Context: an optimization exercise on an open-source flow, tuned for small area. The choices shown serve that exercise and are no tape-out recipe.
In this exercise RTL edits were held to simulation tests only and were not proved equivalent to the original.
No activity file was given, so power comes from the tool's default toggle rates. No driver is modelled on the clock port, so clocking that relies on it looks cheaper here than on a real chip.

--- config.mk ---
export PLATFORM = sky130hd
export DESIGN_NAME = sd_wb_top
export DESIGN_NICKNAME = sd_wb_top
export VERILOG_FILES = /design/flow/design.v
export SDC_FILE = /design/flow/constraint.sdc
export NUM_CORES = 4
export LEC_CHECK = 0
export CAP_MARGIN = 20
export CORE_MARGIN = 2
export CORE_UTILIZATION = 40
export SLEW_MARGIN = 20
--- run.sh ---
#!/bin/bash
# synth_recipe.tcl (not shown) runs the flow's synth.tcl, then flattens the netlist and writes it again
# the make line also repeats each setting of config.mk as NAME=value (left out here)
make -C /OpenROAD-flow-scripts/flow DESIGN_CONFIG=/design/flow/config.mk WORK_HOME=/design/flow/orfs CLKGATE_MAP_FILE= SYNTH_SCRIPT=/design/flow/synth_recipe.tcl finish
--- constraint.sdc ---
create_clock -name core_clock -period 10.0 [get_ports {wb_clock_i}]
set_input_delay 2.0000 -clock core_clock [delete_from_list [all_inputs] [get_ports {wb_clock_i}]]
set_output_delay 2.0000 -clock core_clock [all_outputs]
set_load 0.01 [all_outputs]
--- design.v ---
package sd_wb_pkg;
	typedef logic [127:0] wb_data_t;
	typedef logic [4:0] wb_adr_t;
	typedef logic [3:0] reg_idx_t;
	localparam wb_adr_t ADR_CMD_EXEC   = 5'd16;
	localparam wb_adr_t ADR_FIFO_WRITE = 5'd17;
	localparam wb_adr_t ADR_FIFO_READ  = 5'd18;
	localparam wb_adr_t ADR_DATA_EXEC  = 5'd19;
	localparam int REG_COUNT = 16;
	typedef enum logic [1:0] {
		IDLE,
		WAIT_FIFO,
		WAIT_EXEC,
		RESPOND
	} dec_state_e;
endpackage
`timescale 1ns/1ps
module sd_wb_fifo #(
	parameter int FIFO_DEPTH = 4
) (
	input  logic                wb_clock_i,
	input  logic                rst_n_i,
	input  logic                push_i,
	input  logic                pop_i,
	input  sd_wb_pkg::wb_data_t wdata_i,
	output sd_wb_pkg::wb_data_t rdata_o,
	output logic                full_o,
	output logic                empty_o
);
	localparam int PTR_W = $clog2(FIFO_DEPTH);
	localparam int CNT_W = PTR_W + 1;
	sd_wb_pkg::wb_data_t mem_q [FIFO_DEPTH];
	logic [PTR_W-1:0] wr_ptr_q;
	logic [PTR_W-1:0] rd_ptr_q;
	logic [CNT_W-1:0] count_q;
	logic do_push;
	logic do_pop;
	assign do_push = push_i && !full_o;
	assign do_pop  = pop_i && !empty_o;
	assign full_o  = (count_q == CNT_W'(FIFO_DEPTH));
	assign empty_o = (count_q == '0);
	assign rdata_o = mem_q[rd_ptr_q];
	always_ff @(posedge wb_clock_i or negedge rst_n_i)
	begin
		if (!rst_n_i)
		begin
			wr_ptr_q <= '0;
			rd_ptr_q <= '0;
			count_q  <= '0;
		end
		else
		begin
			if (do_push)
				wr_ptr_q <= wr_ptr_q + 1'b1;
			if (do_pop)
				rd_ptr_q <= rd_ptr_q + 1'b1;
			case ({do_push, do_pop})
				2'b10: count_q <= count_q + 1'b1;
				2'b01: count_q <= count_q - 1'b1;
				default: count_q <= count_q;
			endcase
		end
	end
	always_ff @(posedge wb_clock_i)
	begin
		if (do_push)
			mem_q[wr_ptr_q] <= wdata_i;
	end
endmodule
`timescale 1ns/1ps
module sd_reg_bank (
	input  logic                wb_clock_i,
	input  logic                rst_n_i,
	input  logic                wr_i,
	input  sd_wb_pkg::reg_idx_t idx_i,
	input  sd_wb_pkg::wb_data_t wdata_i,
	output sd_wb_pkg::wb_data_t rdata_o
);
	sd_wb_pkg::wb_data_t regs_q [sd_wb_pkg::REG_COUNT];
	always_ff @(posedge wb_clock_i or negedge rst_n_i)
	begin
		if (!rst_n_i)
		begin
			for (int i = 0; i < sd_wb_pkg::REG_COUNT; i++)
				regs_q[i] <= '0;
		end
		else if (wr_i)
		begin
			regs_q[idx_i] <= wdata_i;
		end
	end
	assign rdata_o = regs_q[idx_i];
endmodule
`timescale 1ns/1ps
module sd_exec_ctrl (
	input  logic                wb_clock_i,
	input  logic                rst_n_i,
	input  logic                cmd_go_i,
	input  logic                data_go_i,
	input  sd_wb_pkg::wb_data_t arg_i,
	input  logic                cmd_done_i,
	input  logic                data_done_i,
	output logic                cmd_start_o,
	output logic                data_start_o,
	output sd_wb_pkg::wb_data_t cmd_arg_o,
	output logic                exec_done_o
);
	typedef enum logic [1:0] {
		IDLE,
		CMD_BUSY,
		DATA_BUSY
	} exec_state_e;
	exec_state_e state_q;
	always_ff @(posedge wb_clock_i or negedge rst_n_i)
	begin
		if (!rst_n_i)
		begin
			state_q      <= IDLE;
			cmd_start_o  <= 1'b0;
			data_start_o <= 1'b0;
		end
		else
		begin
			cmd_start_o  <= 1'b0;
			data_start_o <= 1'b0;
			case (state_q)
				IDLE:
				begin
					if (cmd_go_i)
					begin
						cmd_start_o <= 1'b1;
						state_q     <= CMD_BUSY;
					end
					else if (data_go_i)
					begin
						data_start_o <= 1'b1;
						state_q      <= DATA_BUSY;
					end
				end
				CMD_BUSY:
					if (cmd_done_i)
						state_q <= IDLE;
				DATA_BUSY:
					if (data_done_i)
						state_q <= IDLE;
				default:
					state_q <= IDLE;
			endcase
		end
	end
	always_ff @(posedge wb_clock_i)
	begin
		if ((state_q == IDLE) && (cmd_go_i || data_go_i))
			cmd_arg_o <= arg_i;
	end
	assign exec_done_o = ((state_q == CMD_BUSY) && cmd_done_i) ||
		((state_q == DATA_BUSY) && data_done_i);
endmodule
`timescale 1ns/1ps
module sd_wb_decode (
	input  logic               wb_clock_i,
	input  logic               rst_n_i,
	input  logic               strobe_i,
	input  logic               we_i,
	input  sd_wb_pkg::wb_adr_t adr_i,
	input  logic               tx_full_i,
	input  logic               rx_empty_i,
	input  logic               exec_done_i,
	output logic               reg_wr_o,
	output logic               fifo_push_o,
	output logic               fifo_pop_o,
	output logic               cmd_go_o,
	output logic               data_go_o,
	output logic               resp_ok_o,
	output logic               resp_err_o,
	output logic               rd_from_fifo_o
);
	sd_wb_pkg::dec_state_e state_q;
	logic accept;
	logic is_reg;
	logic is_cmd;
	logic is_data;
	logic is_fwr;
	logic is_frd;
	assign accept = (state_q == sd_wb_pkg::IDLE) && strobe_i;
	assign is_reg  = (adr_i < sd_wb_pkg::wb_adr_t'(sd_wb_pkg::REG_COUNT));
	assign is_cmd  = we_i && (adr_i == sd_wb_pkg::ADR_CMD_EXEC);
	assign is_data = we_i && (adr_i == sd_wb_pkg::ADR_DATA_EXEC);
	assign is_fwr  = we_i && (adr_i == sd_wb_pkg::ADR_FIFO_WRITE);
	assign is_frd  = !we_i && (adr_i == sd_wb_pkg::ADR_FIFO_READ);
	assign cmd_go_o  = accept && is_cmd;
	assign data_go_o = accept && is_data;
	always_ff @(posedge wb_clock_i or negedge rst_n_i)
	begin
		if (!rst_n_i)
		begin
			state_q        <= sd_wb_pkg::IDLE;
			reg_wr_o       <= 1'b0;
			fifo_push_o    <= 1'b0;
			fifo_pop_o     <= 1'b0;
			resp_ok_o      <= 1'b0;
			resp_err_o     <= 1'b0;
			rd_from_fifo_o <= 1'b0;
		end
		else
		begin
			reg_wr_o       <= 1'b0;
			fifo_push_o    <= 1'b0;
			fifo_pop_o     <= 1'b0;
			resp_ok_o      <= 1'b0;
			resp_err_o     <= 1'b0;
			rd_from_fifo_o <= 1'b0;
			case (state_q)
				sd_wb_pkg::IDLE:
				begin
					if (strobe_i)
					begin
						if (is_reg)
						begin
							reg_wr_o  <= we_i;
							resp_ok_o <= 1'b1;
							state_q   <= sd_wb_pkg::RESPOND;
						end
						else if (is_cmd || is_data)
							state_q <= sd_wb_pkg::WAIT_EXEC;
						else if (is_fwr || is_frd)
							state_q <= sd_wb_pkg::WAIT_FIFO;
						else
						begin
							resp_err_o <= 1'b1;
							state_q    <= sd_wb_pkg::RESPOND;
						end
					end
				end
				sd_wb_pkg::WAIT_FIFO:
				begin
					if (we_i && !tx_full_i)
					begin
						fifo_push_o <= 1'b1;
						resp_ok_o   <= 1'b1;
						state_q     <= sd_wb_pkg::RESPOND;
					end
					else if (!we_i && !rx_empty_i)
					begin
						fifo_pop_o     <= 1'b1;
						rd_from_fifo_o <= 1'b1;
						resp_ok_o      <= 1'b1;
						state_q        <= sd_wb_pkg::RESPOND;
					end
				end
				sd_wb_pkg::WAIT_EXEC:
				begin
					if (exec_done_i)
					begin
						resp_ok_o <= 1'b1;
						state_q   <= sd_wb_pkg::RESPOND;
					end
				end
				sd_wb_pkg::RESPOND:
				begin
					if (!strobe_i)
						state_q <= sd_wb_pkg::IDLE;
				end
				default:
					state_q <= sd_wb_pkg::IDLE;
			endcase
		end
	end
endmodule
`timescale 1ns/1ps
module sd_wb_resp (
	input  logic                wb_clock_i,
	input  logic                rst_n_i,
	input  logic                resp_ok_i,
	input  logic                resp_err_i,
	input  logic                rd_from_fifo_i,
	input  sd_wb_pkg::wb_data_t reg_rdata_i,
	input  sd_wb_pkg::wb_data_t fifo_rdata_i,
	output logic                ack_o,
	output logic                error_o,
	output sd_wb_pkg::wb_data_t wb_data_o
);
	always_ff @(posedge wb_clock_i or negedge rst_n_i)
	begin
		if (!rst_n_i)
		begin
			ack_o   <= 1'b0;
			error_o <= 1'b0;
		end
		else
		begin
			ack_o   <= resp_ok_i;
			error_o <= resp_err_i;
		end
	end
	always_ff @(posedge wb_clock_i)
	begin
		if (resp_ok_i)
			wb_data_o <= rd_from_fifo_i ? fifo_rdata_i : reg_rdata_i;
	end
endmodule
`timescale 1ns/1ps
module sd_wb_top #(
	parameter int FIFO_DEPTH = 4
) (
	input  logic                wb_clock_i,
	input  logic                rst_n_i,
	input  logic                strobe_i,
	input  logic                we_i,
	input  sd_wb_pkg::wb_adr_t  adr_i,
	input  sd_wb_pkg::wb_data_t wb_data_i,
	output logic                ack_o,
	output logic                error_o,
	output sd_wb_pkg::wb_data_t wb_data_o,
	output logic                fifo_write_wait_o,
	output logic                fifo_read_wait_o,
	input  logic                cmd_done_i,
	input  logic                data_done_i,
	input  logic                sd_tx_pop_i,
	input  logic                host_data_valid_i,
	input  sd_wb_pkg::wb_data_t host_data_i,
	output logic                cmd_start_o,
	output logic                data_start_o,
	output sd_wb_pkg::wb_data_t cmd_arg_o,
	output sd_wb_pkg::wb_data_t sd_tx_data_o
);
	logic reg_wr;
	logic fifo_push;
	logic fifo_pop;
	logic cmd_go;
	logic data_go;
	logic resp_ok;
	logic resp_err;
	logic rd_from_fifo;
	logic exec_done;
	sd_wb_pkg::wb_data_t reg_rdata;
	sd_wb_pkg::wb_data_t rx_rdata;
	sd_wb_decode decode_i (
		.wb_clock_i     (wb_clock_i),
		.rst_n_i        (rst_n_i),
		.strobe_i       (strobe_i),
		.we_i           (we_i),
		.adr_i          (adr_i),
		.tx_full_i      (fifo_write_wait_o),
		.rx_empty_i     (fifo_read_wait_o),
		.exec_done_i    (exec_done),
		.reg_wr_o       (reg_wr),
		.fifo_push_o    (fifo_push),
		.fifo_pop_o     (fifo_pop),
		.cmd_go_o       (cmd_go),
		.data_go_o      (data_go),
		.resp_ok_o      (resp_ok),
		.resp_err_o     (resp_err),
		.rd_from_fifo_o (rd_from_fifo)
	);
	sd_reg_bank reg_bank_i (
		.wb_clock_i (wb_clock_i),
		.rst_n_i    (rst_n_i),
		.wr_i       (reg_wr),
		.idx_i      (adr_i[3:0]),
		.wdata_i    (wb_data_i),
		.rdata_o    (reg_rdata)
	);
	sd_exec_ctrl exec_ctrl_i (
		.wb_clock_i   (wb_clock_i),
		.rst_n_i      (rst_n_i),
		.cmd_go_i     (cmd_go),
		.data_go_i    (data_go),
		.arg_i        (wb_data_i),
		.cmd_done_i   (cmd_done_i),
		.data_done_i  (data_done_i),
		.cmd_start_o  (cmd_start_o),
		.data_start_o (data_start_o),
		.cmd_arg_o    (cmd_arg_o),
		.exec_done_o  (exec_done)
	);
	sd_wb_fifo #(.FIFO_DEPTH(FIFO_DEPTH)) tx_fifo (
		.wb_clock_i (wb_clock_i),
		.rst_n_i    (rst_n_i),
		.push_i     (fifo_push),
		.pop_i      (sd_tx_pop_i),
		.wdata_i    (wb_data_i),
		.rdata_o    (sd_tx_data_o),
		.full_o     (fifo_write_wait_o),
		.empty_o    ()
	);
	sd_wb_fifo #(.FIFO_DEPTH(FIFO_DEPTH)) rx_fifo (
		.wb_clock_i (wb_clock_i),
		.rst_n_i    (rst_n_i),
		.push_i     (host_data_valid_i),
		.pop_i      (fifo_pop),
		.wdata_i    (host_data_i),
		.rdata_o    (rx_rdata),
		.full_o     (),
		.empty_o    (fifo_read_wait_o)
	);
	sd_wb_resp resp_i (
		.wb_clock_i     (wb_clock_i),
		.rst_n_i        (rst_n_i),
		.resp_ok_i      (resp_ok),
		.resp_err_i     (resp_err),
		.rd_from_fifo_i (rd_from_fifo),
		.reg_rdata_i    (reg_rdata),
		.fifo_rdata_i   (rx_rdata),
		.ack_o          (ack_o),
		.error_o        (error_o),
		.wb_data_o      (wb_data_o)
	);
endmodule
==> results.py, run 1 <==
metrics = {
    "timing": {
        "hold_violations": 0,
        "rsz0062_at_grt": "no",
        "tightest_slew_ps": 1240,
        "drv_slew": 0,
        "fmax_mhz": 179,
        "setup_tns_ps": 0,
        "period_minus_slack_ps": 5590,
        "whs_ps": 491,
        "max-slew-margin-rel": 0.174,
        "setup_viol": 0,
        "clock_skew_ps": 90.0,
        "period_share": 0.559,
        "finalWorstSetupSlack_ps": 4410,
    },
    "synth": {
        "synth-seq-cells": 3355,
        "synth_area_leaders": "dfrtp_1, edfxtp_1, mux2_2",
        "syn_area_sq_um": 139000,
        "ys_types": 69,
        "ys_warn_count": 6,
        "synth.top_cell.area_share": 0.373,
        "ys_seq_area_frac": 0.650,
        "syn_avg_cell_area_sq_um": 15.9,
        "synth_area_leader_cell": "dfrtp_1",
        "synth_nets": 9056,
        "synthArstFlopShare": 0.618,
        "synth_edf_count": 1280,
        "ys.flop_type": "dfrtp_1",
        "synth_cells": 8770,
    },
    "worst_setup_path": {
        "path_class": "primary input to register",
        "crit_path_start": "adr_i[3]",
        "crit_path_top_delay_cell": "buf_4",
        "critPathMaxStageDelay_ps": 930,
        "r2r_slack_ps": 6190,
        "reg2reg_from": "decode_i.reg_wr_o$_DFF_PN0_",
        "crit_chain": "buf_8, buf_4, inv_2, nand2_4, buf_4, o22ai_1, o31a_1",
        "cp_max_fo": 95,
        "r2r_cells": 5,
        "crit_top_cell": "buf_4",
        "crit_family": "buffers and inverters",
        "reg2reg_to": "reg_bank_i.regs_q[15][76]$_DFFE_PN0P_",
        "crit_path_start_kind": "primary input",
        "cp-end-kind": "register",
        "cp_data_required_time_ps": 10740,
        "worstPathArrival_ps": 6330,
        "path_buf_inv": 4,
    },
    "placement": {
        "post-place-ws_ps": 3490,
        "portBuffers": 658,
        "gp_routability_congestion": 0.781,
        "postPlaceCellArea_sq_um": 150000,
        "place.detailed.hpwl_microns": 245000,
    },
    "global_route": {
        "gr-total-overflow": 0,
        "antenna_found_initial": 35,
        "grt_max_degree": 193,
        "grt_pass1_vias": 86800,
        "grt_pass1_wl_microns": 607000,
        "grt.total_usage": 0.232,
    },
    "pwr": {
        "peakVddDrop_mv": 0.177,
        "p_leak_nw": 66.6,
        "cellPowerDensity_nw_per_um2": 227,
    },
    "layout": {
        "final_common_cell": "dfrtp_1",
        "utilization": 0.467,
        "area_growth_pct": 16.3,
        "mostFrequentLayoutCells": "dfrtp_1, mux2_2, edfxtp_1",
        "final_cell_area_sq_um": 162000,
        "drive_above_1_share": 0.325,
        "nets": 9475,
    },
    "clock_network": {
        "hold_buffers": 0,
        "numCtsBuffers": 363,
        "cts_htree_levels": 5,
        "clock-root-buffer": "clkbuf_16",
        "clock_latency_ps": 980,
        "cts_sinks": 3355,
        "cts_tree": "yes",
        "cts_setup_buffers": 0,
        "path_clk_slew_ps": 60,
        "post_cts_resize_count": 0,
        "clock_path_buffers": 4,
    },
    "die": {
        "die_h_microns": 594,
        "io-pin-count": 659,
        "die-area_sq_um": 353000,
        "die_x_microns": 594,
        "coreArea_sq_um": 346000,
        "rows": 216,
        "start_util": 0.402,
    },
    "route": {
        "route.detailed.drc": 0,
        "detail-route-antenna-nets": 0,
        "wirelength_microns": 416000,
        "wl_per_cell_microns": 29.5,
        "first_iter_violations": 6619,
        "vias_per_cell": 5.85,
        "num_vias": 82500,
        "first_pass_iters": 8,
    },
    "hold_path": {
        "worstHoldStart": "reg_bank_i.regs_q[0][29]$_DFFE_PN0P_",
        "whs_path_depth": 1,
        "min_to": "reg_bank_i.regs_q[0][29]$_DFFE_PN0P_",
        "min_path_type": "register to register",
    },
    "flow_run": {
        "drv_cap": 0,
    },
    "run_status": {
        "outcome": "timing/DRC/antenna clean",
    },
}
## routing by layer
metal  part of all wire  GRT usage  wire length, microns  vias to the layer above
met4              0.035     0.0779                 14400                       28
met2               0.47      0.374                196000                     2847
met5            0.00042          0                   176                        -
met1               0.43      0.314                179000                    44400
li1                   -          -                     -                    34500
met3              0.064     0.0440                 26700                      726
## worst max-delay path by stage
stage	endpoint	slack, ps	cells past startpoint
5_1_grt	sd_tx_data_o[68]	4200	3
3_5_place_dp	resp_i.wb_data_o[125]$_DFFE_PP_	3490	7
4_1_cts	sd_tx_data_o[68]	4270	3
3_3_place_gp	resp_i.wb_data_o[125]$_DFFE_PP_	3550	7
2_1_floorplan	exec_ctrl_i.cmd_arg_o[0]$_DFFE_PP_	2590	7
6_report	resp_i.wb_data_o[125]$_DFFE_PP_	4410	7
## power breakdown
group,switching [mW],total [mW],internal (mW)
clock network,5.66,13.6,7.91
logic,3.34,6.34,3.00
registers,0.857,16.9,16.0
## synthesized netlist by cell type, drive strengths merged, types with 2 or more instances
cell type	count
a2111oi	18
a21oi	119
a221o	18
a221oi	21
a222oi	13
a22o	95
a22oi	634
a31oi	98
and2	7
and3	10
and3b	2
buf	480
clkbuf	292
dfrtp	2075
edfxtp	1280
fa	2
ha	15
inv	38
mux2	2084
mux2i	105
mux4	256
nand2	140
nand2b	111
nand3	8
nand4	4
nor2	287
nor2b	10
nor3	113
nor3b	2
nor4	3
o21ai	23
o221a	93
o221ai	31
o22ai	145
o31a	2
o31ai	108
or4	3
xnor2	6
xor2	6
## kinds of logic (layout without fill, tap and decap cells)
group / Yosys count / in the layout / synth area share
AO/OA/AOI/OAI: 1425 / 1425 / 0.0773
adder cells (fa/ha/maj): 17 / 17 / 0.00164
flip-flops: 3355 / 3355 / 0.650
AND/OR/NAND/NOR: 706 / 706 / 0.0236
other: 0 / 13 / 0
buffers and inverters: 810 / 1544 / 0.0292
XOR/XNOR: 12 / 12 / 0.000755
multiplexers: 2445 / 2445 / 0.218
## metrics by stage
stage	instances	power [mW]
after global routing	14100	38.2
after global placement	13400	23.4
after floorplan	8770	20.6
after CTS	14100	37.2
after detailed placement	13400	23.6
final	14100	36.8
## final cells by class
cell class                 count  area [sq um]
tap                         4578          5730
antenna                       13          32.5
sequential                  3355         90400
clock buffer                 536         10700
timing repair buffer         826          8340
inverter                      38           143
fill                       29800        184000
clock inverter               144          1490
multi-input combinational   4605         45000
## registers in the layout, summed over array words and instances, names as in the netlist
| name | flops |
|---|---|
| decode_i.fifo_pop_o | 1 |
| decode_i.fifo_push_o | 1 |
| decode_i.reg_wr_o | 1 |
| decode_i.resp_err_o | 1 |
| decode_i.resp_ok_o | 1 |
| decode_i.state_q | 2 |
| exec_ctrl_i.cmd_arg_o | 128 |
| exec_ctrl_i.cmd_start_o | 1 |
| exec_ctrl_i.data_start_o | 1 |
| exec_ctrl_i.state_q | 2 |
| reg_bank_i.regs_q | 2048 |
| resp_i.ack_o | 1 |
| resp_i.error_o | 1 |
| resp_i.wb_data_o | 128 |
| rx_fifo.count_q | 3 |
| rx_fifo.mem_q | 512 |
| rx_fifo.rd_ptr_q | 2 |
| rx_fifo.wr_ptr_q | 2 |
| tx_fifo.count_q | 3 |
| tx_fifo.mem_q | 512 |
| tx_fifo.rd_ptr_q | 2 |
| tx_fifo.wr_ptr_q | 2 |
==> inputs of run 2 (changes only) <==
--- a/design.v
+++ b/design.v
@@ -22,8 +22,10 @@
 	input  logic                rst_n_i,
 	input  logic                push_i,
 	input  logic                pop_i,
+	input  logic                prev_en_i,
 	input  sd_wb_pkg::wb_data_t wdata_i,
 	output sd_wb_pkg::wb_data_t rdata_o,
+	output sd_wb_pkg::wb_data_t prev_o,
 	output logic                full_o,
 	output logic                empty_o
 );
@@ -39,7 +41,6 @@
 	assign do_pop  = pop_i && !empty_o;
 	assign full_o  = (count_q == CNT_W'(FIFO_DEPTH));
 	assign empty_o = (count_q == '0);
-	assign rdata_o = mem_q[rd_ptr_q];
 	always_ff @(posedge wb_clock_i or negedge rst_n_i)
 	begin
 		if (!rst_n_i)
@@ -61,10 +62,23 @@
 			endcase
 		end
 	end
-	always_ff @(posedge wb_clock_i)
+	for (genvar j = 0; j < FIFO_DEPTH; j++)
+	begin : g_slot
+		always_ff @(posedge wb_clock_i)
+		begin
+			if (do_push && (wr_ptr_q == PTR_W'(j)))
+				mem_q[j] <= wdata_i;
+		end
+	end
+	always_comb
 	begin
-		if (do_push)
-			mem_q[wr_ptr_q] <= wdata_i;
+		rdata_o = '0;
+		prev_o  = '0;
+		for (int j = 0; j < FIFO_DEPTH; j++)
+		begin
+			rdata_o = rdata_o | (mem_q[j] & {128{rd_ptr_q == PTR_W'(j)}});
+			prev_o  = prev_o | (mem_q[j] & {128{prev_en_i && (rd_ptr_q == PTR_W'(j + 1))}});
+		end
 	end
 endmodule
 `timescale 1ns/1ps
@@ -72,24 +86,36 @@
 	input  logic                wb_clock_i,
 	input  logic                rst_n_i,
 	input  logic                wr_i,
+	input  logic                rd_en_i,
 	input  sd_wb_pkg::reg_idx_t idx_i,
 	input  sd_wb_pkg::wb_data_t wdata_i,
 	output sd_wb_pkg::wb_data_t rdata_o
 );
 	sd_wb_pkg::wb_data_t regs_q [sd_wb_pkg::REG_COUNT];
+	logic [sd_wb_pkg::REG_COUNT-1:0] valid_q;
+	logic [sd_wb_pkg::REG_COUNT-1:0] sel;
 	always_ff @(posedge wb_clock_i or negedge rst_n_i)
 	begin
 		if (!rst_n_i)
-		begin
-			for (int i = 0; i < sd_wb_pkg::REG_COUNT; i++)
-				regs_q[i] <= '0;
-		end
+			valid_q <= '0;
 		else if (wr_i)
+			valid_q[idx_i] <= 1'b1;
+	end
+	for (genvar i = 0; i < sd_wb_pkg::REG_COUNT; i++)
+	begin : g_reg
+		always_ff @(posedge wb_clock_i)
 		begin
-			regs_q[idx_i] <= wdata_i;
+			if (wr_i && (idx_i == sd_wb_pkg::reg_idx_t'(i)))
+				regs_q[i] <= wdata_i;
 		end
+		assign sel[i] = rd_en_i && valid_q[i] && (idx_i == sd_wb_pkg::reg_idx_t'(i));
+	end
+	always_comb
+	begin
+		rdata_o = '0;
+		for (int i = 0; i < sd_wb_pkg::REG_COUNT; i++)
+			rdata_o = rdata_o | (regs_q[i] & {128{sel[i]}});
 	end
-	assign rdata_o = regs_q[idx_i];
 endmodule
 `timescale 1ns/1ps
 module sd_exec_ctrl (
@@ -172,8 +198,7 @@
 	output logic               cmd_go_o,
 	output logic               data_go_o,
 	output logic               resp_ok_o,
-	output logic               resp_err_o,
-	output logic               rd_from_fifo_o
+	output logic               resp_err_o
 );
 	sd_wb_pkg::dec_state_e state_q;
 	logic accept;
@@ -200,7 +225,6 @@
 			fifo_pop_o     <= 1'b0;
 			resp_ok_o      <= 1'b0;
 			resp_err_o     <= 1'b0;
-			rd_from_fifo_o <= 1'b0;
 		end
 		else
 		begin
@@ -209,7 +233,6 @@
 			fifo_pop_o     <= 1'b0;
 			resp_ok_o      <= 1'b0;
 			resp_err_o     <= 1'b0;
-			rd_from_fifo_o <= 1'b0;
 			case (state_q)
 				sd_wb_pkg::IDLE:
 				begin
@@ -243,7 +266,6 @@
 					else if (!we_i && !rx_empty_i)
 					begin
 						fifo_pop_o     <= 1'b1;
-						rd_from_fifo_o <= 1'b1;
 						resp_ok_o      <= 1'b1;
 						state_q        <= sd_wb_pkg::RESPOND;
 					end
@@ -273,7 +295,6 @@
 	input  logic                rst_n_i,
 	input  logic                resp_ok_i,
 	input  logic                resp_err_i,
-	input  logic                rd_from_fifo_i,
 	input  sd_wb_pkg::wb_data_t reg_rdata_i,
 	input  sd_wb_pkg::wb_data_t fifo_rdata_i,
 	output logic                ack_o,
@@ -293,11 +314,7 @@
 			error_o <= resp_err_i;
 		end
 	end
-	always_ff @(posedge wb_clock_i)
-	begin
-		if (resp_ok_i)
-			wb_data_o <= rd_from_fifo_i ? fifo_rdata_i : reg_rdata_i;
-	end
+	assign wb_data_o = reg_rdata_i | fifo_rdata_i;
 endmodule
 `timescale 1ns/1ps
 module sd_wb_top #(
@@ -331,7 +348,6 @@
 	logic data_go;
 	logic resp_ok;
 	logic resp_err;
-	logic rd_from_fifo;
 	logic exec_done;
 	sd_wb_pkg::wb_data_t reg_rdata;
 	sd_wb_pkg::wb_data_t rx_rdata;
@@ -350,13 +366,13 @@
 		.cmd_go_o       (cmd_go),
 		.data_go_o      (data_go),
 		.resp_ok_o      (resp_ok),
-		.resp_err_o     (resp_err),
-		.rd_from_fifo_o (rd_from_fifo)
+		.resp_err_o     (resp_err)
 	);
 	sd_reg_bank reg_bank_i (
 		.wb_clock_i (wb_clock_i),
 		.rst_n_i    (rst_n_i),
 		.wr_i       (reg_wr),
+		.rd_en_i    (!adr_i[4]),
 		.idx_i      (adr_i[3:0]),
 		.wdata_i    (wb_data_i),
 		.rdata_o    (reg_rdata)
@@ -379,8 +395,10 @@
 		.rst_n_i    (rst_n_i),
 		.push_i     (fifo_push),
 		.pop_i      (sd_tx_pop_i),
+		.prev_en_i  (1'b0),
 		.wdata_i    (wb_data_i),
 		.rdata_o    (sd_tx_data_o),
+		.prev_o     (),
 		.full_o     (fifo_write_wait_o),
 		.empty_o    ()
 	);
@@ -389,8 +407,10 @@
 		.rst_n_i    (rst_n_i),
 		.push_i     (host_data_valid_i),
 		.pop_i      (fifo_pop),
+		.prev_en_i  (adr_i[4]),
 		.wdata_i    (host_data_i),
-		.rdata_o    (rx_rdata),
+		.rdata_o    (),
+		.prev_o     (rx_rdata),
 		.full_o     (),
 		.empty_o    (fifo_read_wait_o)
 	);
@@ -399,7 +419,6 @@
 		.rst_n_i        (rst_n_i),
 		.resp_ok_i      (resp_ok),
 		.resp_err_i     (resp_err),
-		.rd_from_fifo_i (rd_from_fifo),
 		.reg_rdata_i    (reg_rdata),
 		.fifo_rdata_i   (rx_rdata),
 		.ack_o          (ack_o),
==> results.py, run 2 <==
metrics = {
    "run_status": {
        "outcome": "timing/DRC/antenna clean",
    },
    "layout": {
        "mostFrequentLayoutCells": "edfxtp_1, a22oi_1, clkdlybuf4s50_1",
        "fillCellCount": 23600,
        "drive_above_1_share": 0.0941,
        "final_common_cell": "edfxtp_1",
        "largest_reg_flops": 2048,
        "final_cell_area_sq_um": 137000,
        "top_register": "reg_bank_i.regs_q",
        "nets": 6983,
        "top_regs": "reg_bank_i.regs_q: 2048 flops, rx_fifo.mem_q: 512 flops, tx_fifo.mem_q: 512 flops",
        "stdcell_count": 10700,
        "area_growth_pct": 19.2,
        "utilization": 0.478,
    },
    "route": {
        "num_vias": 65000,
        "vias_per_cell": 6.05,
        "detail-route-antenna-nets": 0,
        "first_iter_violations": 9259,
        "first_pass_iters": 7,
        "route.detailed.drc": 0,
        "wirelength_microns": 371000,
        "wl_per_cell_microns": 34.5,
    },
    "synth": {
        "synth_mux_area_frac": 0.000727,
        "synth-seq-cells": 3243,
        "synthArstFlopShare": 0.0133,
        "syn_avg_cell_area_sq_um": 19.5,
        "synth_area_leaders": "edfxtp_1, a22oi_1, a222oi_1",
        "synth_nets": 6209,
        "synth_cells": 5910,
        "synthSimpleGateAreaFrac": 0.0306,
        "yosysMostFrequentCell": "edfxtp_1",
        "synth-adder-area-share": 0.00339,
        "synth_xor_area_frac": 0.00106,
        "ys_types": 50,
        "synth_area_leader_cell": "edfxtp_1",
        "synth_compound_area_frac": 0.107,
        "ys_seq_area_frac": 0.843,
        "synth_common_cells": "edfxtp_1, a22oi_1, nand2_1, clkbuf_1, nand4_1",
        "syn_area_sq_um": 115000,
        "ys.flop_type": "edfxtp_1",
        "synth.top_cell.area_share": 0.834,
        "synth_top_family_by_area": "compound AO/OA/AOI/OAI gates",
        "synth_edf_count": 3200,
        "ys_warn_count": 7,
    },
    "pwr": {
        "peakVddDrop_mv": 0.234,
        "p_leak_nw": 43.2,
        "cellPowerDensity_nw_per_um2": 252,
    },
    "worst_setup_path": {
        "crit_path_top_delay_cell": "and4_4",
        "crit_top_cell": "clkdlybuf4s50_1",
        "r2r_cells": 5,
        "reg2reg_to": "rx_fifo.mem_q[2][41]$_DFFE_PP_",
        "r2r_slack_ps": 6090,
        "crit_chain": "clkdlybuf4s50_1, inv_1, ha_1, nor2b_1, and4_4, buf_4, a22oi_1, and4_1, nand4_1, clkdlybuf4s50_1",
        "cp_data_required_time_ps": 8000,
        "cp_max_fo": 51,
        "critPathMaxStageDelay_ps": 1010,
        "crit_path_start_kind": "primary input",
        "cp-end-kind": "output pin",
        "reg2reg_from": "rx_fifo.count_q[0]$_DFFE_PN0P_",
        "path_class": "primary input to output pin",
        "worstPathArrival_ps": 6490,
    },
    "hold_path": {
        "min_path_type": "register to register",
        "whs_path_depth": 0,
        "worstHoldStart": "decode_i.resp_ok_o$_DFF_PN0_",
        "min_to": "resp_i.ack_o$_DFF_PN0_",
    },
    "clock_network": {
        "clock-root-buffer": "clkbuf_16",
        "numCtsBuffers": 340,
        "cts_setup_buffers": 0,
        "clock_latency_ps": 950,
        "clock_path_buffers": 4,
        "hold_buffers": 0,
        "cts_sinks": 3243,
        "path_clk_slew_ps": 60,
        "post_cts_resize_count": 0,
        "cts_tree": "yes",
        "cts_htree_levels": 5,
    },
    "timing": {
        "hold_violations": 0,
        "drv_slew": 0,
        "setup_viol": 0,
        "rsz0062_at_grt": "no",
        "period_share": 0.849,
        "tightest_slew_ps": 1360,
        "fmax_mhz": 118,
        "period_minus_slack_ps": 8490,
        "max-slew-margin-rel": 0.0902,
        "finalWorstSetupSlack_ps": 1510,
        "setup_tns_ps": 0,
        "clock_skew_ps": 74.5,
    },
    "die": {
        "die-area_sq_um": 292000,
        "die_h_microns": 541,
        "coreArea_sq_um": 287000,
        "die_x_microns": 541,
        "io-pin-count": 659,
        "start_util": 0.401,
        "rows": 197,
    },
    "placement": {
        "post-place-ws_ps": 1610,
        "dp_cells": 10100,
        "place.detailed.hpwl_microns": 208000,
        "postPlaceCellArea_sq_um": 127000,
        "gp_routability_congestion": 0.798,
        "portBuffers": 658,
    },
    "global_route": {
        "busiest_layer": "met2",
        "grt.total_usage": 0.246,
        "antenna_found_initial": 53,
        "use_met1": 0.311,
        "grt_pass1_vias": 63700,
        "met2_usage": 0.420,
        "gr-total-overflow": 0,
        "grt_pass1_wl_microns": 506000,
        "grt_max_degree": 120,
        "grt.met3_usage": 0.0416,
    },
    "flow_run": {
        "drv_cap": 0,
    },
}
run 2: cell types whose count changed in the layout (fill, tap and decap cells not counted), sizes merged, moves of 117 or more:
cell,previous run,this run
mux2,2084,3
dfrtp,2075,43
edfxtp,1280,3200
a22oi,634,1188
nor2,287,30
mux4,256,0
nand4,4,169
o22ai,145,0
nand2,140,276
a21oi,119,2
run 2: worst max-delay path, delay by kind of cell:
kind	cells	cell delay, ps
and+or+nand+nor	4	1830
AOI/OAI and AO/OA	1	150
adders and majority gates	1	410
buffers and inverters	4	2040
run 2: metal layers:
metal  share of wire  wire length (microns)
met4           0.046                  17200
met3           0.089                  33000
met5         0.00031                    115
met2            0.50                 185000
met1            0.37                 136000
run 2: how the worst max path moves through the flow:
stage,start,to,cells past startpoint
floorplan,adr_i[2],reg_bank_i.valid_q[0]$_DFFE_PN0P_,5
global placement,adr_i[0],wb_data_o[90],10
detailed placement,adr_i[0],wb_data_o[90],10
CTS,adr_i[0],wb_data_o[90],10
global route,adr_i[0],wb_data_o[90],10
finish,adr_i[0],wb_data_o[90],10
run 2: area by class of cell:
type / count / area [sq um] / area share
antenna: 16 / 40.0 / 0.000291
tap: 3781 / 4730 / 0.0344
sequential: 3243 / 97200 / 0.707
inverter: 27 / 101 / 0.000738
multi-input combinational: 2284 / 16800 / 0.122
timing repair buffer: 788 / 7840 / 0.0570
clock buffer: 420 / 8890 / 0.0647
clock inverter: 186 / 1800 / 0.0131
run 2: through the flow:
step | hold slack (ps) | total power, mW
5_1_grt | 356 | 35.7
6_report | 349 | 34.6
2_1_floorplan | 331 | 18.8
4_1_cts | 351 | 34.9
3_5_place_dp | 337 | 22.8
3_3_place_gp | 336 | 22.8
run 2: kinds of logic (layout without fill, tap and decap cells):
group | Yosys count | count (layout)
AOI/OAI and AO/OA | 1570 | 1570
xor gates and xnor gates | 14 | 14
adders and majority gates | 30 | 30
buffers and inverters | 383 | 1421
DFF | 3243 | 3243
muxes | 8 | 8
other | 0 | 16
and+or+nand+nor | 662 | 662
run 2: power by group:
part	switching (mW)	internal [mW]	total, mW
clock	5.29	6.86	12.2
sequential	0.180	15.7	15.9
combinational	4.45	2.16	6.60
==> inputs of run 3 (changes only) <==
==> flow/run.sh (new file) <==
#!/bin/bash
# Standard ORFS layout (the standard.sh) with three changes to how the
# layout is made:
#  - ports are buffered with the smallest buffer, sky130_fd_sc_hd__buf_1, which
#    the resizer may still resize where a net needs more drive;
#  - clock tree built from clkbuf_16 with larger sink clusters and no dummy loads;
#  - placement utilization from config.mk.
# Each tool's full output goes to its own log under orfs/logs; make's output to
# flow_make.log in this folder.
set -euo pipefail
cd "$(dirname "$0")/.."
export BUFFER_PORTS_ARGS="-buffer_cell sky130_fd_sc_hd__buf_1"
export CTS_ARGS="-sink_clustering_enable -repair_clock_nets -dont_use_dummy_load -buf_list sky130_fd_sc_hd__clkbuf_16 -sink_clustering_size 30 -sink_clustering_max_diameter 100"
bash standard.sh finish > flow_make.log 2>&1
==> standard.sh (new file) <==
#!/bin/bash
# synth_recipe.tcl (not shown) runs the flow's synth.tcl, then flattens the netlist and writes it again
# the make line also repeats each setting of config.mk as NAME=value (left out here)
make -C /OpenROAD-flow-scripts/flow DESIGN_CONFIG=/design/flow/config.mk WORK_HOME=/design/flow/orfs CLKGATE_MAP_FILE= SYNTH_SCRIPT=/design/flow/synth_recipe.tcl "${@:-finish}"
--- a/config.mk
+++ b/config.mk
@@ -7,5 +7,5 @@
 export LEC_CHECK = 0
 export CAP_MARGIN = 20
 export CORE_MARGIN = 2
-export CORE_UTILIZATION = 40
+export CORE_UTILIZATION = 65
 export SLEW_MARGIN = 20
removed: run.sh
==> results.py, run 3 <==
metrics = {
    "run_status": {
        "outcome": "timing/DRC/antenna clean",
    },
    "synth": {
        "synth.top_cell.area_share": 0.834,
        "syn_avg_cell_area_sq_um": 19.5,
        "yosysMostFrequentCell": "edfxtp_1",
        "ys.flop_type": "edfxtp_1",
        "synth_cells": 5910,
        "synth-seq-cells": 3243,
        "synth_nets": 6209,
        "synthArstFlopShare": 0.0133,
        "ys_seq_area_frac": 0.843,
        "ys_types": 50,
        "synth_common_cells": "edfxtp_1, a22oi_1, nand2_1, clkbuf_1, nand4_1",
        "synth_edf_count": 3200,
        "syn_area_sq_um": 115000,
        "synth_area_leaders": "edfxtp_1, a22oi_1, a222oi_1",
        "synth_area_leader_cell": "edfxtp_1",
        "ys_warn_count": 7,
    },
    "timing": {
        "period_share": 0.757,
        "period_minus_slack_ps": 7570,
        "rsz0062_at_grt": "no",
        "fmax_mhz": 132,
        "tightest_slew_ps": 1180,
        "setup_viol": 0,
        "finalWorstSetupSlack_ps": 2430,
        "max-slew-margin-rel": 0.213,
        "drv_slew": 0,
        "setup_tns_ps": 0,
        "hold_violations": 0,
        "clock_skew_ps": 52.5,
    },
    "clock_network": {
        "cts_sinks": 3243,
        "clock-root-buffer": "clkbuf_16",
        "path_clk_slew_ps": 110,
        "clock_latency_ps": 820,
        "clock_path_buffers": 3,
        "post_cts_resize_count": 0,
        "cts_htree_levels": 3,
        "numCtsBuffers": 118,
        "cts_setup_buffers": 0,
        "cts_tree": "yes",
        "hold_buffers": 0,
    },
    "die": {
        "rows": 154,
        "die-area_sq_um": 181000,
        "die_h_microns": 425,
        "start_util": 0.654,
        "io-pin-count": 659,
        "coreArea_sq_um": 176000,
        "die_x_microns": 425,
    },
    "worst_setup_path": {
        "cp_data_required_time_ps": 8000,
        "worstPathArrival_ps": 5570,
        "crit_path_start_kind": "primary input",
        "cp-end-kind": "output pin",
        "path_class": "primary input to output pin",
        "cp_max_fo": 53,
    },
    "global_route": {
        "grt.total_usage": 0.364,
        "grt_max_degree": 107,
        "grt_pass1_wl_microns": 458000,
        "met2_usage": 0.607,
        "antenna_found_initial": 38,
        "gr-total-overflow": 0,
        "busiest_layer": "met2",
        "grt_pass1_vias": 60600,
        "grt.met3_usage": 0.0422,
        "use_met1": 0.473,
    },
    "layout": {
        "drive_above_1_share": 0.0503,
        "stdcell_count": 8830,
        "largest_reg_flops": 2048,
        "nets": 6765,
        "fillCellCount": 11100,
        "layout.area.seq_sq_um": 97200,
        "utilization": 0.703,
        "top_regs": "reg_bank_i.regs_q: 2048 flops, rx_fifo.mem_q: 512 flops, tx_fifo.mem_q: 512 flops",
        "multi_input_area_sq_um": 16800,
        "top_register": "reg_bank_i.regs_q",
        "area_growth_pct": 7.44,
        "mostFrequentLayoutCells": "edfxtp_1, a22oi_1, buf_1",
        "final_common_cell": "edfxtp_1",
    },
    "route": {
        "first_iter_violations": 9492,
        "vias_per_cell": 7.17,
        "first_pass_iters": 7,
        "wl_per_cell_microns": 37.6,
        "route.detailed.drc": 0,
        "wirelength_microns": 332000,
        "detail-route-antenna-nets": 0,
        "num_vias": 63300,
    },
    "placement": {
        "place.detailed.hpwl_microns": 183000,
        "portBuffers": 658,
        "gp_routability_congestion": 0.812,
        "dp_cells": 8685,
        "post-place-ws_ps": 2530,
    },
    "pwr": {
        "combinationalPowerShare": 0.204,
        "power_frac_seq": 0.582,
        "clockPowerShare": 0.215,
        "cellPowerDensity_nw_per_um2": 220,
        "p_sw_frac": 0.296,
        "p_leak_nw": 37.8,
        "fin_total_pwr_mw": 27.2,
        "internal-power_mw": 19.1,
        "p_switching_mw": 8.07,
        "peakVddDrop_mv": 0.233,
    },
    "hold_path": {
        "min_path_type": "register to register",
    },
    "flow_run": {
        "drv_cap": 0,
    },
}
==> run 3: cell counts after synthesis <==
No cell type changed its count.
==> run 3: power by group through the flow <==
stage	logic, mW	registers, mW	clock network (mW)
finish	5.54	15.8	5.84
global route	5.79	15.9	6.30
CTS	5.58	15.8	5.87
detailed placement	5.56	16.1	0
global placement	5.52	16.1	0
floorplan	2.66	16.2	0
==> run 3: logic make-up (layout without fill, tap and decap cells) <==
group / after synthesis / count (layout) / share of synthesized area
AO/OA/AOI/OAI: 1570 / 1570 / 0.107
XOR/XNOR: 14 / 14 / 0.00106
adder cells (fa/ha/maj): 30 / 30 / 0.00339
buffers and inverters: 383 / 937 / 0.0138
flip-flops: 3243 / 3243 / 0.843
multiplexers: 8 / 8 / 0.000727
other: 0 / 26 / 0
AND/OR/NAND/NOR: 662 / 662 / 0.0306
==> run 3: layer usage <==
metal / wire length, microns / vias to the layer above / share of wire
met5: 48 / - / 0.00014
met4: 20800 / 6 / 0.063
met3: 28300 / 607 / 0.085
met2: 168000 / 3889 / 0.50
met1: 116000 / 33000 / 0.35
li1: - / 25800 / -
==> run 3: stage by stage <==
step                      area [sq um]  hold slack [ps]
after global routing            124000              370
after detailed placement        121000              336
after CTS                       124000              362
final                           124000              361
after floorplan                 115000              331
after global placement          121000              351
==> run 3: final cells by class <==
type                       instances  share of cell area
inverter                          27            0.000818
clock buffer                     118              0.0238
sequential                      3243               0.785
antenna                           26            0.000525
timing repair buffer             792              0.0306
multi-input combinational       2284               0.136
tap                             2340              0.0236
==> run 3: critical path, stage by stage <==
cell and delay (ps):
clkbuf_4 450, nor2b_1 490, and4_4 890, buf_4 730, a22oi_1 180, and4_1 250
nand4_1 190, buf_1 190
==> run 3: path summary, 6_finish.rpt <==
check                                          startpoint                                 end  slack [ps]  cells past startpoint
setup / recovery                                 adr_i[4]                       wb_data_o[75]        2430                      8
hold / removal              decode_i.resp_err_o$_DFF_PN0_            resp_i.error_o$_DFF_PN0_         360                      0
setup reg to reg           tx_fifo.count_q[1]$_DFFE_PN0P_     tx_fifo.mem_q[0][102]$_DFFE_PP_        6360                      5
hold reg to reg             decode_i.resp_err_o$_DFF_PN0_            resp_i.error_o$_DFF_PN0_         360                      0
max in group asynchronous                         rst_n_i  reg_bank_i.valid_q[13]$_DFFE_PN0P_        8270                      2
min in group asynchronous                         rst_n_i      rx_fifo.count_q[2]$_DFFE_PN0P_        1290                      2
==> inputs of run 4 (changes only) <==
--- a/design.v
+++ b/design.v
@@ -25,7 +25,8 @@
 	input  logic                prev_en_i,
 	input  sd_wb_pkg::wb_data_t wdata_i,
 	output sd_wb_pkg::wb_data_t rdata_o,
-	output sd_wb_pkg::wb_data_t prev_o,
+	output logic [FIFO_DEPTH-1:0][127:0] mem_o,
+	output logic [FIFO_DEPTH-1:0]        prev_sel_o,
 	output logic                full_o,
 	output logic                empty_o
 );
@@ -73,11 +74,11 @@
 	always_comb
 	begin
 		rdata_o = '0;
-		prev_o  = '0;
 		for (int j = 0; j < FIFO_DEPTH; j++)
 		begin
 			rdata_o = rdata_o | (mem_q[j] & {128{rd_ptr_q == PTR_W'(j)}});
-			prev_o  = prev_o | (mem_q[j] & {128{prev_en_i && (rd_ptr_q == PTR_W'(j + 1))}});
+			mem_o[j] = mem_q[j];
+			prev_sel_o[j] = prev_en_i && (rd_ptr_q == PTR_W'(j + 1));
 		end
 	end
 endmodule
@@ -89,7 +90,8 @@
 	input  logic                rd_en_i,
 	input  sd_wb_pkg::reg_idx_t idx_i,
 	input  sd_wb_pkg::wb_data_t wdata_i,
-	output sd_wb_pkg::wb_data_t rdata_o
+	output logic [sd_wb_pkg::REG_COUNT-1:0][127:0] regs_o,
+	output logic [sd_wb_pkg::REG_COUNT-1:0]        sel_o
 );
 	sd_wb_pkg::wb_data_t regs_q [sd_wb_pkg::REG_COUNT];
 	logic [sd_wb_pkg::REG_COUNT-1:0] valid_q;
@@ -110,12 +112,11 @@
 		end
 		assign sel[i] = rd_en_i && valid_q[i] && (idx_i == sd_wb_pkg::reg_idx_t'(i));
 	end
-	always_comb
-	begin
-		rdata_o = '0;
-		for (int i = 0; i < sd_wb_pkg::REG_COUNT; i++)
-			rdata_o = rdata_o | (regs_q[i] & {128{sel[i]}});
+	for (genvar i = 0; i < sd_wb_pkg::REG_COUNT; i++)
+	begin : g_out
+		assign regs_o[i] = regs_q[i];
 	end
+	assign sel_o = sel;
 endmodule
 `timescale 1ns/1ps
 module sd_exec_ctrl (
@@ -295,8 +296,10 @@
 	input  logic                rst_n_i,
 	input  logic                resp_ok_i,
 	input  logic                resp_err_i,
-	input  sd_wb_pkg::wb_data_t reg_rdata_i,
-	input  sd_wb_pkg::wb_data_t fifo_rdata_i,
+	input  logic [15:0][127:0]  reg_i,
+	input  logic [15:0]         reg_sel_i,
+	input  logic [3:0][127:0]   fifo_i,
+	input  logic [3:0]          fifo_sel_i,
 	output logic                ack_o,
 	output logic                error_o,
 	output sd_wb_pkg::wb_data_t wb_data_o
@@ -314,7 +317,21 @@
 			error_o <= resp_err_i;
 		end
 	end
-	assign wb_data_o = reg_rdata_i | fifo_rdata_i;
+	logic [19:0][127:0] src;
+	logic [19:0]        sel;
+	logic [6:0][127:0]  grp;
+	assign src = {fifo_i, reg_i};
+	assign sel = {fifo_sel_i, reg_sel_i};
+	always_comb
+	begin
+		for (int k = 0; k < 7; k++)
+		begin
+			grp[k] = '0;
+			for (int i = 3 * k; i < 3 * k + 3 && i < 20; i++)
+				grp[k] = grp[k] | (src[i] & {128{sel[i]}});
+		end
+	end
+	assign wb_data_o = ((grp[0] | grp[1]) | (grp[2] | grp[3])) | ((grp[4] | grp[5]) | grp[6]);
 endmodule
 `timescale 1ns/1ps
 module sd_wb_top #(
@@ -349,8 +366,10 @@
 	logic resp_ok;
 	logic resp_err;
 	logic exec_done;
-	sd_wb_pkg::wb_data_t reg_rdata;
-	sd_wb_pkg::wb_data_t rx_rdata;
+	logic [15:0][127:0] reg_q;
+	logic [15:0]        reg_sel;
+	logic [3:0][127:0]  rx_q;
+	logic [3:0]         rx_sel;
 	sd_wb_decode decode_i (
 		.wb_clock_i     (wb_clock_i),
 		.rst_n_i        (rst_n_i),
@@ -375,7 +394,8 @@
 		.rd_en_i    (!adr_i[4]),
 		.idx_i      (adr_i[3:0]),
 		.wdata_i    (wb_data_i),
-		.rdata_o    (reg_rdata)
+		.regs_o     (reg_q),
+		.sel_o      (reg_sel)
 	);
 	sd_exec_ctrl exec_ctrl_i (
 		.wb_clock_i   (wb_clock_i),
@@ -398,7 +418,8 @@
 		.prev_en_i  (1'b0),
 		.wdata_i    (wb_data_i),
 		.rdata_o    (sd_tx_data_o),
-		.prev_o     (),
+		.mem_o      (),
+		.prev_sel_o (),
 		.full_o     (fifo_write_wait_o),
 		.empty_o    ()
 	);
@@ -410,7 +431,8 @@
 		.prev_en_i  (adr_i[4]),
 		.wdata_i    (host_data_i),
 		.rdata_o    (),
-		.prev_o     (rx_rdata),
+		.mem_o      (rx_q),
+		.prev_sel_o (rx_sel),
 		.full_o     (),
 		.empty_o    (fifo_read_wait_o)
 	);
@@ -419,8 +441,10 @@
 		.rst_n_i        (rst_n_i),
 		.resp_ok_i      (resp_ok),
 		.resp_err_i     (resp_err),
-		.reg_rdata_i    (reg_rdata),
-		.fifo_rdata_i   (rx_rdata),
+		.reg_i          (reg_q),
+		.reg_sel_i      (reg_sel),
+		.fifo_i         (rx_q),
+		.fifo_sel_i     (rx_sel),
 		.ack_o          (ack_o),
 		.error_o        (error_o),
 		.wb_data_o      (wb_data_o)
==> flow/run.sh (replaced) <==
#!/bin/bash
# The standard layout (standard.sh) with these changes to how the layout
# is made:
#  - synthesis is the standard one (synth_recipe.tcl, ORFS synth.tcl) except
#    that ABC maps the combinational logic with flow/abc_area.script, an
#    area-recovering mapping, instead of the delay-first speed script;
#    flip-flop mapping, naming, flattening and renaming are unchanged;
#  - ports are buffered with sky130_fd_sc_hd__buf_1, the smallest buffer;
#  - the clock tree uses clkbuf_16 with larger sink clusters, no dummy loads.
# make's output goes to flow_make.log; each ORFS step logs to orfs/logs.
set -euo pipefail
cd "$(dirname "$0")/.."
W=$PWD
sed 's|log_cmd abc {\*}$abc_args|log_cmd abc {*}[lreplace $abc_args 1 1 $::env(MY_ABC_SCRIPT)]|' \
	"$FLOW_HOME/scripts/synth.tcl" > "$W/flow_synth.tcl"
grep -q MY_ABC_SCRIPT "$W/flow_synth.tcl"
sed "s|source \$::env(SCRIPTS_DIR)/synth.tcl|source $W/flow_synth.tcl|" synth_recipe.tcl > "$W/flow_synth_recipe.tcl"
grep -q "source $W/flow_synth.tcl" "$W/flow_synth_recipe.tcl"
sed "s|SYNTH_SCRIPT=[^ ]*|SYNTH_SCRIPT=$W/flow_synth_recipe.tcl|" standard.sh > "$W/flow_standard.sh"
grep -q "SYNTH_SCRIPT=$W/flow_synth_recipe.tcl" "$W/flow_standard.sh"
export MY_ABC_SCRIPT="$W/flow/abc_area.script"
export BUFFER_PORTS_ARGS="-buffer_cell sky130_fd_sc_hd__buf_1"
export CTS_ARGS="-sink_clustering_enable -repair_clock_nets -dont_use_dummy_load -buf_list sky130_fd_sc_hd__clkbuf_16 -sink_clustering_size 25 -sink_clustering_max_diameter 100"
bash "$W/flow_standard.sh" finish > flow_make.log 2>&1
==> flow/abc_area.script (new file) <==
&get -n
&st
&dch
&nf -R 1000
&put
==> results.py, run 4 <==
metrics = {
    "worst_setup_path": {
        "crit_path_top_delay_cell": "and3_4",
        "reg2reg_to": "rx_fifo.mem_q[0][95]$_DFFE_PP_",
        "critPathMaxStageDelay_ps": 820,
        "reg2reg_from": "rx_fifo.count_q[0]$_DFFE_PN0P_",
        "crit_path_start": "adr_i[2]",
        "r2r_slack_ps": 6340,
        "crit_path_start_kind": "primary input",
        "crit_top_cell": "buf_1",
        "crit_chain": "buf_1, nand2b_1, nor2_1, and3_4, buf_4, a222oi_1, and4_1, nand2_1, buf_1",
        "worstPathArrival_ps": 5800,
        "r2r_cells": 5,
        "cp-end-kind": "output pin",
        "path_class": "primary input to output pin",
        "critPathCapture": "wb_data_o[65]",
        "cp_max_fo": 54,
        "cp_data_required_time_ps": 8000,
    },
    "layout": {
        "mostFrequentLayoutCells": "edfxtp_1, a222oi_1, buf_1",
        "final_common_cell": "edfxtp_1",
        "nets": 6344,
        "largest_reg_flops": 2048,
        "top_register": "reg_bank_i.regs_q",
        "multi_input_area_sq_um": 14800,
        "top_regs": "reg_bank_i.regs_q: 2048 flops, rx_fifo.mem_q: 512 flops, tx_fifo.mem_q: 512 flops",
        "layout.area.seq_sq_um": 97200,
        "area_growth_pct": 9.58,
        "fillCellCount": 10500,
        "drive_above_1_share": 0.0530,
        "stdcell_count": 8289,
    },
    "synth": {
        "synth.top_cell.area_share": 0.860,
        "synth_area_leader_cell": "edfxtp_1",
        "synth_top_family_by_area": "compound AO/OA/AOI/OAI gates",
        "synth_compound_area_frac": 0.0925,
        "ys.flop_type": "edfxtp_1",
        "synth-seq-cells": 3243,
        "synth-adder-area-share": 0.00361,
        "synth_common_cells": "edfxtp_1, a222oi_1, nand2_1, and4_1, a221oi_1",
        "yosysMostFrequentCell": "edfxtp_1",
        "synth_edf_count": 3200,
        "synthArstFlopShare": 0.0133,
        "ys_seq_area_frac": 0.870,
        "synth_mux_area_frac": 0.000179,
        "ys_warn_count": 7,
        "syn_avg_cell_area_sq_um": 21.8,
        "ys_types": 36,
        "synth_area_leaders": "edfxtp_1, a222oi_1, nand2_1",
        "synth_cells": 5118,
        "synth_nets": 5418,
        "synth_xor_area_frac": 0.000941,
        "synthSimpleGateAreaFrac": 0.0322,
        "syn_area_sq_um": 112000,
    },
    "timing": {
        "tightest_slew_ps": 1150,
        "hold_violations": 0,
        "setup_viol": 0,
        "setup_tns_ps": 0,
        "fmax_mhz": 128,
        "drv_slew": 0,
        "whs_ps": 359,
        "max-slew-margin-rel": 0.236,
        "clock_skew_ps": 55.0,
        "period_minus_slack_ps": 7800,
        "period_share": 0.780,
        "rsz0062_at_grt": "no",
    },
    "die": {
        "rows": 152,
        "io-pin-count": 659,
        "die-area_sq_um": 175000,
        "coreArea_sq_um": 171000,
        "start_util": 0.653,
        "die_h_microns": 419,
        "die_x_microns": 419,
    },
    "flow_run": {
        "drv_cap": 0,
    },
    "route": {
        "detail-route-antenna-nets": 0,
        "first_iter_violations": 12400,
        "num_vias": 61100,
        "route.detailed.drc": 0,
        "first_pass_iters": 13,
        "wirelength_microns": 298000,
        "wl_per_cell_microns": 35.9,
        "vias_per_cell": 7.37,
    },
    "placement": {
        "place.detailed.hpwl_microns": 157000,
        "portBuffers": 658,
        "dp_cells": 8127,
        "gp_routability_congestion": 0.788,
    },
    "clock_network": {
        "clock_latency_ps": 840,
        "path_clk_slew_ps": 90,
        "cts_setup_buffers": 0,
        "cts_htree_levels": 4,
        "post_cts_resize_count": 0,
        "numCtsBuffers": 147,
        "cts_sinks": 3243,
        "clock_path_buffers": 3,
        "hold_buffers": 0,
        "cts_tree": "yes",
        "clock-root-buffer": "clkbuf_16",
    },
    "pwr": {
        "peakVddDrop_mv": 0.192,
        "p_leak_nw": 37.3,
        "cellPowerDensity_nw_per_um2": 216,
    },
    "hold_path": {
        "min_path_type": "register to register",
    },
    "global_route": {
        "antenna_found_initial": 24,
        "gr-total-overflow": 0,
        "grt.total_usage": 0.339,
        "grt_pass1_wl_microns": 424000,
        "grt_max_degree": 129,
        "grt_pass1_vias": 60800,
    },
    "run_status": {
        "outcome": "timing/DRC/antenna clean",
    },
}
-- run 4: how the worst min path moves through the flow --
stage | cells past startpoint | slack (ps) | from | to
floorplan | 0 | 330 | decode_i.resp_ok_o$_DFF_PN0_ | resp_i.ack_o$_DFF_PN0_
global placement | 0 | 340 | decode_i.resp_err_o$_DFF_PN0_ | resp_i.error_o$_DFF_PN0_
detailed placement | 0 | 340 | decode_i.resp_err_o$_DFF_PN0_ | resp_i.error_o$_DFF_PN0_
CTS | 0 | 360 | decode_i.resp_err_o$_DFF_PN0_ | resp_i.error_o$_DFF_PN0_
global route | 0 | 380 | decode_i.resp_err_o$_DFF_PN0_ | resp_i.error_o$_DFF_PN0_
finish | 0 | 360 | decode_i.resp_err_o$_DFF_PN0_ | resp_i.error_o$_DFF_PN0_
-- run 4: where the power goes --
group          leakage [nW]  internal, mW  switching, mW
logic                  6.12          1.12           3.02
registers              29.4          15.7          0.192
clock network          1.81          2.64           3.78
-- run 4: kinds of logic (layout without fill, tap and decap cells) --
| kind of cell | count (synthesis) | after routing |
|---|---|---|
| AO/OA/AOI/OAI | 1063 | 1063 |
| multiplexers | 2 | 2 |
| buffers and inverters | 23 | 947 |
| adder cells (fa/ha/maj) | 31 | 31 |
| XOR/XNOR | 12 | 12 |
| AND/OR/NAND/NOR | 744 | 744 |
| other | 0 | 14 |
| flip-flops | 3243 | 3243 |
-- run 4: area by class of cell --
class	instances	share of cell area
flip-flops and latches	3243	0.794
multi-input cells	1852	0.121
repair buffers	777	0.0315
clock buffers	147	0.0301
well taps	2233	0.0228
inverters	23	0.000705
diodes	14	0.000286
-- run 4: metrics by stage --
stage          power (mW)  utilization  area [sq um]  setup slack (ps)
2_1_floorplan        18.4            -        112000               496
6_report             26.5        0.715        122000              2200
3_5_place_dp         20.4        0.693        119000              2270
4_1_cts              26.5        0.715        122000              2260
3_3_place_gp         20.3        0.693        119000              2350
5_1_grt              27.3        0.715        122000              2010
-- run 4: worst max-delay path, delay by kind of cell --
kind / cells / cell delay (ps)
buffers and inverters: 3 / 1340
AOI/OAI and AO/OA: 1 / 160
and+or+nand+nor: 5 / 2130
-- run 4: per-layer routing --
metal  global-route usage  vias up  part of all wire
li1                     -    24900                 -
met5                    0        -           0.00027
met2                0.558     4126              0.50
met1                0.477    31700              0.37
met4                0.109       14             0.029
met3               0.0501      421              0.11
==> inputs of run 5 (changes only) <==
--- a/flow/run.sh
+++ b/flow/run.sh
@@ -6,7 +6,7 @@
 #    area-recovering mapping, instead of the delay-first speed script;
 #    flip-flop mapping, naming, flattening and renaming are unchanged;
 #  - ports are buffered with sky130_fd_sc_hd__buf_1, the smallest buffer;
-#  - the clock tree uses clkbuf_16 with larger sink clusters, no dummy loads.
+#  - the clock tree uses clkbuf_8 with sink clusters of up to 16 within 60 um, no dummy loads.
 # make's output goes to flow_make.log; each ORFS step logs to orfs/logs.
 set -euo pipefail
 cd "$(dirname "$0")/.."
@@ -20,5 +20,5 @@
 grep -q "SYNTH_SCRIPT=$W/flow_synth_recipe.tcl" "$W/flow_standard.sh"
 export MY_ABC_SCRIPT="$W/flow/abc_area.script"
 export BUFFER_PORTS_ARGS="-buffer_cell sky130_fd_sc_hd__buf_1"
-export CTS_ARGS="-sink_clustering_enable -repair_clock_nets -dont_use_dummy_load -buf_list sky130_fd_sc_hd__clkbuf_16 -sink_clustering_size 25 -sink_clustering_max_diameter 100"
+export CTS_ARGS="-sink_clustering_enable -repair_clock_nets -dont_use_dummy_load -buf_list sky130_fd_sc_hd__clkbuf_8 -sink_clustering_size 16 -sink_clustering_max_diameter 60"
 bash "$W/flow_standard.sh" finish > flow_make.log 2>&1
--- a/config.mk
+++ b/config.mk
@@ -7,5 +7,5 @@
 export LEC_CHECK = 0
 export CAP_MARGIN = 20
 export CORE_MARGIN = 2
-export CORE_UTILIZATION = 65
+export CORE_UTILIZATION = 70
 export SLEW_MARGIN = 20
==> results.py, run 5 <==
metrics = {
    "synth": {
        "synth_edf_count": 3200,
        "synth.top_cell.area_share": 0.860,
        "synth-seq-cells": 3243,
        "synth_nets": 5418,
        "synth_area_leaders": "edfxtp_1, a222oi_1, nand2_1",
        "syn_area_sq_um": 112000,
        "ys.flop_type": "edfxtp_1",
        "synthArstFlopShare": 0.0133,
        "synth_area_leader_cell": "edfxtp_1",
        "ys_warn_count": 7,
        "ys_seq_area_frac": 0.870,
        "synth_cells": 5118,
        "syn_avg_cell_area_sq_um": 21.8,
        "synth_common_cells": "edfxtp_1, a222oi_1, nand2_1, and4_1, a221oi_1",
        "ys_types": 36,
        "yosysMostFrequentCell": "edfxtp_1",
    },
    "worst_setup_path": {
        "worstPathArrival_ps": 5950,
        "cp_max_fo": 47,
        "critPathMaxStageDelay_ps": 810,
        "cp_data_required_time_ps": 8000,
        "crit_chain": "buf_1, nand2b_1, nor2_1, and3_4, buf_4, a222oi_1, and4_1, nand2_1, buf_1",
        "path_class": "primary input to output pin",
        "crit_top_cell": "buf_1",
        "cp-end-kind": "output pin",
        "crit_path_start_kind": "primary input",
        "crit_family": "simple AND/OR/NAND/NOR gates",
        "crit_path_top_delay_cell": "and3_4",
        "r2r_cells": 4,
        "path_buf_inv": 3,
        "timing.critical_path.depth": 9,
    },
    "timing": {
        "hold_violations": 0,
        "setup_viol": 0,
        "period_minus_slack_ps": 7950,
        "tightest_slew_ps": 1190,
        "period_share": 0.795,
        "whs_ps": 383,
        "fmax_mhz": 126,
        "clock_skew_ps": 61.4,
        "drv_slew": 0,
        "max-slew-margin-rel": 0.209,
        "setup_tns_ps": 0,
        "rsz0062_at_grt": "no",
        "finalWorstSetupSlack_ps": 2050,
    },
    "layout": {
        "final_common_cell": "edfxtp_1",
        "area_growth_pct": 8.74,
        "mostFrequentLayoutCells": "edfxtp_1, a222oi_1, buf_1",
        "top_register": "reg_bank_i.regs_q",
        "nets": 6417,
        "top_regs": "reg_bank_i.regs_q: 2048 flops, rx_fifo.mem_q: 512 flops, tx_fifo.mem_q: 512 flops",
        "largest_reg_flops": 2048,
        "drive_above_1_share": 0.0643,
    },
    "route": {
        "vias_per_cell": 7.51,
        "detail-route-antenna-nets": 0,
        "wirelength_microns": 287000,
        "first_iter_violations": 13400,
        "route.detailed.drc": 0,
        "num_vias": 61500,
        "wl_per_cell_microns": 35.0,
        "first_pass_iters": 10,
    },
    "clock_network": {
        "cts_tree": "yes",
        "cts_setup_buffers": 0,
        "hold_buffers": 0,
        "clock_latency_ps": 1010,
        "clock_path_buffers": 3,
        "post_cts_resize_count": 0,
        "path_clk_slew_ps": 80,
        "numCtsBuffers": 223,
        "cts_htree_levels": 4,
        "clock-root-buffer": "clkbuf_8",
        "cts_sinks": 3243,
    },
    "hold_path": {
        "whs_path_depth": 0,
        "min_path_type": "register to register",
    },
    "die": {
        "start_util": 0.705,
        "die_h_microns": 403,
        "die_x_microns": 403,
        "coreArea_sq_um": 158000,
        "io-pin-count": 659,
        "die-area_sq_um": 163000,
        "rows": 146,
    },
    "pwr": {
        "fin_total_pwr_mw": 25.7,
        "peakVddDrop_mv": 0.240,
        "p_leak_nw": 37.1,
        "cellPowerDensity_nw_per_um2": 211,
    },
    "placement": {
        "place.detailed.hpwl_microns": 152000,
        "portBuffers": 658,
        "gp_routability_congestion": 0.801,
        "post-place-ws_ps": 2210,
    },
    "global_route": {
        "grt.total_usage": 0.350,
        "antenna_found_initial": 28,
        "gr-total-overflow": 0,
        "grt_max_degree": 129,
        "grt_pass1_vias": 60600,
        "grt_pass1_wl_microns": 409000,
    },
    "flow_run": {
        "drv_cap": 0,
    },
    "run_status": {
        "outcome": "timing/DRC/antenna clean",
    },
}
==> run 5: cell types whose count changed in the layout (fill, tap and decap cells not counted), sizes merged <==
cell    before  now
diode       14    8
clkbuf     151  226
buf        773  771
==> run 5: layer usage <==
| layer | part of all wire | global-route usage | up-vias |
|---|---|---|---|
| li1 | - | - | 25000 |
| met1 | 0.36 | 0.513 | 31300 |
| met2 | 0.47 | 0.548 | 4812 |
| met3 | 0.14 | 0.0855 | 448 |
| met4 | 0.022 | 0.0835 | 30 |
| met5 | 0.00068 | 0 | - |
==> run 5: worst paths after layout <==
check                      slack (ps)                            endpoint                    startpoint
min reg2reg                       380              resp_i.ack_o$_DFF_PN0_  decode_i.resp_ok_o$_DFF_PN0_
max in group asynchronous        8570      tx_fifo.count_q[0]$_DFFE_PN0P_                       rst_n_i
min in group asynchronous        1000       decode_i.resp_err_o$_DFF_PN0_                       rst_n_i
max                              2050                      wb_data_o[111]                      adr_i[2]
max reg2reg                      6480  reg_bank_i.regs_q[0][36]$_DFFE_PP_   decode_i.reg_wr_o$_DFF_PN0_
min                               380              resp_i.ack_o$_DFF_PN0_  decode_i.resp_ok_o$_DFF_PN0_
==> run 5: cell type report <==
type,instances,area [sq um]
Antenna cell,8,20.0
Clock buffer,223,3070
Fill cell,8660,36900
Inverter,23,86.3
Multi-Input combinational cell,1852,14800
Sequential cell,3243,97200
Tap cell,2072,2590
Timing Repair Buffer,774,3740
==> run 5: power breakdown <==
group | switching [mW] | internal, mW | total, mW
Sequential | 0.193 | 15.7 | 15.9
Clock | 3.74 | 1.99 | 5.73
Combinational | 2.95 | 1.10 | 4.05
==> run 5: cells by family after synthesis <==
family          count (synthesis)  share of synthesized area
xor+xnor                       12                   0.000941
compound gates               1063                     0.0925
flops                        3243                      0.870
fa+ha+maj                      31                    0.00361
buf+inv                        23                   0.000773
simple gates                  744                     0.0322
mux                             2                   0.000179
==> run 5: stage by stage <==
step            util  instances  instance area (sq um)
6_report       0.767       8195                 121000
2_1_floorplan      -       5118                 112000
3_5_place_dp   0.747       7961                 118000
3_3_place_gp   0.747       7961                 118000
5_1_grt        0.767       8191                 121000
4_1_cts        0.766       8184                 121000

==> afterwards: timing with drivers on the ports <==
The flow's constraints put no driver on any port. The routed layouts listed below were extracted and timed again, unchanged, in two steps. Step 1 assumes that a clkbuf_16 drives the clock port and a buf_2 every other input. Step 2, shift: input delay + t, output delay - t, t = (earliest + latest rising clock arrival at the registers) / 2. This alone moves slack from input paths to output paths. Three values: no drivers, after step 1, after step 2; two values: the first two.
run | t, ns | setup slack, ns | cell pins on the clock port's net
run 1 | 1.049 | 4.407 / 4.327 / 3.405 | 1
run 2 | 1.016 | 1.512 / 1.483 / 1.483 | 1
run 3 | 0.893 | 2.427 / 2.387 / 2.387 | 1
run 4 | 0.908 | 2.199 / 2.162 / 2.162 | 1
run 5 | 1.067 | 2.054 / 1.988 / 1.989 | 1
After both steps every run listed still meets setup and hold. The setup slack of run 1, which loses most, moves by -0.080 ns with the drivers and by -1.002 ns with both steps.
